What follows belongs to an exercise in optimizing a design on an open flow for small area and a short achievable clock period; a production flow would make more cautious choices.
Where RTL was checked, it was by simulation tests only, not by an equivalence proof against the original.
Power is estimated from default activity; no workload was simulated.

## nickel
// norm_rnd
module norm_rnd
(
    input  wire          clk,
    input  wire          reset,
    input  wire  [105:0] fract_in,
    input  wire  [10:0]  exp_in,
    input  wire          sign,
    input  wire  [1:0]   r_mode,
    output logic [52:0]  fract_out,
    output logic [10:0]  exp_out,
    output logic         dn_out,
    output logic         ine_out,
    output logic         overflow_out,
    output logic         infinite_out
);
clock: 14.0 ns
lec_check: 0
abc_area: 0
cap_margin: 20
core_margin: 2
core_utilization: 30
slew_margin: 20
synth_hierarchical: 1
synth_minimum_keep_size: 0
tns_end_percent: 100
standard.sh (not shown) runs the stock make flow with config.mk's settings and CLKGATE_MAP_FILE= SYNTH_SCRIPT=/design/flow/synth_recipe.tcl, a recipe that flattens the netlist after the stock synthesis.
==> flow/flow/run.sh <==
#!/bin/bash
# The standard layout, with plain buf_1 cells as the port buffers instead of
# the delay cells buffer_ports picks by default. Every port still gets its
# own buffer.
set -euo pipefail
export BUFFER_PORTS_ARGS="-buffer_cell sky130_fd_sc_hd__buf_1"
export SETUP_SLACK_MARGIN=5.25
export SKIP_GATE_CLONING=1
bash standard.sh > standard_flow.log 2>&1
[inputs] harbor vs nickel
diff --git a/flow/flow/run.sh b/flow/flow/run.sh
--- a/flow/flow/run.sh
+++ b/flow/flow/run.sh
@@ -6,3 +6,3 @@
 export BUFFER_PORTS_ARGS="-buffer_cell sky130_fd_sc_hd__buf_1"
-export SETUP_SLACK_MARGIN=5.25
+export SETUP_SLACK_MARGIN=5
 export SKIP_GATE_CLONING=1
Findings:
For fraction of area in clock buffers and inverters, harbor and nickel come out practically identical.
Global-route wire length before repair came out lower on harbor than on nickel.
Diff nickel -> harbor | design area | down by a few percent
nickel -> harbor: pre-CTS setup slack delta 0, exact match
Relative to nickel, harbor improves via count.
Sort nickel and harbor by static leakage power asc -> top: harbor
What violet does differently from harbor at the input level:
diff --git a/flow/flow/run.sh b/flow/flow/run.sh
--- a/flow/flow/run.sh
+++ b/flow/flow/run.sh
@@ -6,3 +6,3 @@
 export BUFFER_PORTS_ARGS="-buffer_cell sky130_fd_sc_hd__buf_1"
-export SETUP_SLACK_MARGIN=5
+export SETUP_SLACK_MARGIN=4.5
 export SKIP_GATE_CLONING=1
==> comparison <==
Sequential standard cell area came out exactly the same in violet and harbor. Relative to harbor, count of plain and timing-repair buffers decreased by about 5.4% in violet. Between violet and harbor, it is violet whose total power is lower, by about 1%. Setup slack in violet is smaller than in harbor. Summary: total wire length after detailed routing, violet better than harbor. Core utilization: violet lower than harbor. Number of resized instances in the post-cts repair step in violet is 26 below harbor.
For maple, these inputs were changed with respect to violet:
diff --git a/flow/flow/run.sh b/flow/flow/run.sh
--- a/flow/flow/run.sh
+++ b/flow/flow/run.sh
@@ -6,3 +6,3 @@
 export BUFFER_PORTS_ARGS="-buffer_cell sky130_fd_sc_hd__buf_1"
-export SETUP_SLACK_MARGIN=4.5
+export SETUP_SLACK_MARGIN=4.75
 export SKIP_GATE_CLONING=1
[summary]
Taking violet as the reference point, the multi-input logic portion of the cell area of maple falls by 0.36 points. The worst hold margin of violet and that of maple are within noise of each other. Overall power after layout grows slightly when moving from violet to maple. maple: arrival time at the worst endpoint 100 ps below violet. Wire length reported by the detailed router: maple higher than violet. Diff violet -> maple | synthesis-to-layout area growth | increase of 1.5 points. Looking at post-layout minimum cycle time, maple sits 100 ps below violet. Across both runs, cell depth of the worst setup path was lower for maple than for violet. After synthesis and placement, the instance count of maple is above that of violet. STATUS wire length of the first global-routing pass: maple loses against violet. Final area: maple vs violet up about 1.3%.

---

norm_rnd, a different RTL version from the one above (not shown whole).
Size: roughly 1300 cells after synthesis, about 68 flip-flops, ~0.0094 mm^2 of cells after synthesis.
export LEC_CHECK = 0
export ABC_AREA = 0
export CAP_MARGIN = 20
export CORE_MARGIN = 2
export CORE_UTILIZATION = 30
export SLEW_MARGIN = 20
export SYNTH_HIERARCHICAL = 1
export SYNTH_MINIMUM_KEEP_SIZE = 0
export TNS_END_PERCENT = 100
create_clock -name core_clock -period 14.0 [get_ports {clk}]
==> flow/flow/run.sh <==
#!/bin/bash
# The standard layout, with plain buf_1 cells as the port buffers instead of
# the delay cells buffer_ports picks by default. Every port still gets its
# own buffer.
set -euo pipefail
export BUFFER_PORTS_ARGS="-buffer_cell sky130_fd_sc_hd__buf_1"
export SETUP_SLACK_MARGIN=3.5
bash standard.sh > standard_flow.log 2>&1
Edit:
--- a/flow/flow/run.sh
+++ b/flow/flow/run.sh
@@ -5,4 +5,3 @@
 set -euo pipefail
 export BUFFER_PORTS_ARGS="-buffer_cell sky130_fd_sc_hd__buf_1"
-export SETUP_SLACK_MARGIN=3.5
 bash standard.sh > standard_flow.log 2>&1
Settings changed: SETUP_SLACK_MARGIN set to 5.
What happened: Power goes up by 14%; wire length grows by 20%; die area does not change; design area came out higher by 35%; clock-buffer cell count went down by 2; synthesized area is unchanged; non-clock buffer count rose by 135.
Edit:
Settings changed: ABC_AREA 0 to 1.
Outcome:
- final area decreases by about 11%
- clock-buffer cell count increases by 4
- flip-flop and latch count does not change
- fmax increases by 9.2%
- first-iteration DRC count decreases by about 2.1%
- sequential power is about the same
- synthesized area increases by about 26%
- worst setup slack improves by 0.79 ns
- non-clock buffer count decreases by 149
- wire length increases by about 6%
Edit:
--- a/flow/flow/run.sh
+++ b/flow/flow/run.sh
@@ -5,3 +5,4 @@
 set -euo pipefail
 export BUFFER_PORTS_ARGS="-buffer_cell sky130_fd_sc_hd__buf_1"
+export SETUP_SLACK_MARGIN=0
 bash standard.sh > standard_flow.log 2>&1
Settings changed: ABC_AREA 1 to 0, SETUP_SLACK_MARGIN 5 to not set.
Non-clock buffer count drops by 4.
Total power drops by 8.2%.
Hold slack gets better by 0.060 ns.
Core utilization rises by 0.55 points.
No run of this note included a check of the RTL's function; only the layout flow was run.

---

Another version of the RTL of norm_rnd (not shown whole).
Size: about 2200 cells after synthesis, roughly 68 flip-flops, about 190 I/O pins, ~0.011 mm2 of cells after synthesis.
Settings: LEC_CHECK=0, ABC_AREA=1, CAP_MARGIN=20, CORE_MARGIN=2, CORE_UTILIZATION=30, SETUP_SLACK_MARGIN=5, SLEW_MARGIN=20, TNS_END_PERCENT=100; clock period 14.0 ns.
==> flow/flow/run.sh <==
#!/bin/bash
# The standard layout, with plain buf_1 cells as the port buffers instead of
# the delay cells buffer_ports picks by default. Every port still gets its
# own buffer.
set -euo pipefail
export BUFFER_PORTS_ARGS="-buffer_cell sky130_fd_sc_hd__buf_1"
bash standard.sh > standard_flow.log 2>&1
The baseline ran to the end with no violations.
Then changed:
ABC_AREA = 0   (was 1)
Design area increases by 4.9%. Fmax decreases by 4.6%. Sequential share of layout area decreases by 0.45 points. Die area decreases by 6.7%.
No functional check of the RTL was part of any run of this note.

afterwards: timing with drivers on the ports:
No port has a modelled driver above. Below, the same layouts with a new extraction and two added sets of constraints.
Step 1: set_driving_cell puts a clkbuf_16 on clk and a buf_2 on each other input, an assumption about the parent block.
Step 2 also shifts input and output timing later by t, the mid clock arrival at the registers, as if the neighbouring blocks saw the same clock.
a / b / c = ideal / step 1 / step 2; a / b = the first two.
| run | shift t [ns] | slack for setup (ns) | latest minus earliest clock arrival (ns) | worst register clock-pin slew, ns | pins driven straight from the clock port |
|---|---|---|---|---|---|
| nickel | 0.379 | 5.343 / 5.364 / 4.986 | 0.012 / 0.013 | 0.06 / 0.06 | 1 |
| harbor | 0.377 | 5.141 / 5.162 / 4.785 | 0.012 / 0.012 | 0.06 / 0.06 | 1 |
| violet | 0.377 | 4.720 / 4.742 / 4.366 | 0.012 / 0.013 | 0.06 / 0.06 | 1 |
| maple | 0.377 | 4.821 / 4.846 / 4.469 | 0.012 / 0.012 | 0.06 / 0.06 | 1 |
| the first run of note 2 | 0.354 | 3.740 / 3.755 / 3.401 | 0.008 / 0.008 | 0.05 / 0.05 | 1 |
| the second run of note 2 | 0.362 | 4.597 / 4.586 / 4.224 | 0.009 / 0.008 | 0.06 / 0.06 | 1 |
| the third run of note 2 | 0.389 | 5.388 / 5.412 / 5.024 | 0.007 / 0.007 | 0.05 / 0.05 | 1 |
| the fourth run of note 2 | 0.355 | 1.699 / 1.715 / 1.359 | 0.007 / 0.007 | 0.05 / 0.05 | 1 |
| the first run of note 3 | 0.380 | 5.181 / 5.195 / 4.815 | 0.009 / 0.010 | 0.06 / 0.06 | 1 |
| the second run of note 3 | 0.393 | 4.760 / 4.774 / 4.382 | 0.008 / 0.009 | 0.06 / 0.06 | 1 |
After both steps setup and hold are still met in every run listed. The setup slack of the second run of note 3, which loses most, moves by +0.014 ns with the drivers and by -0.378 ns with both steps.
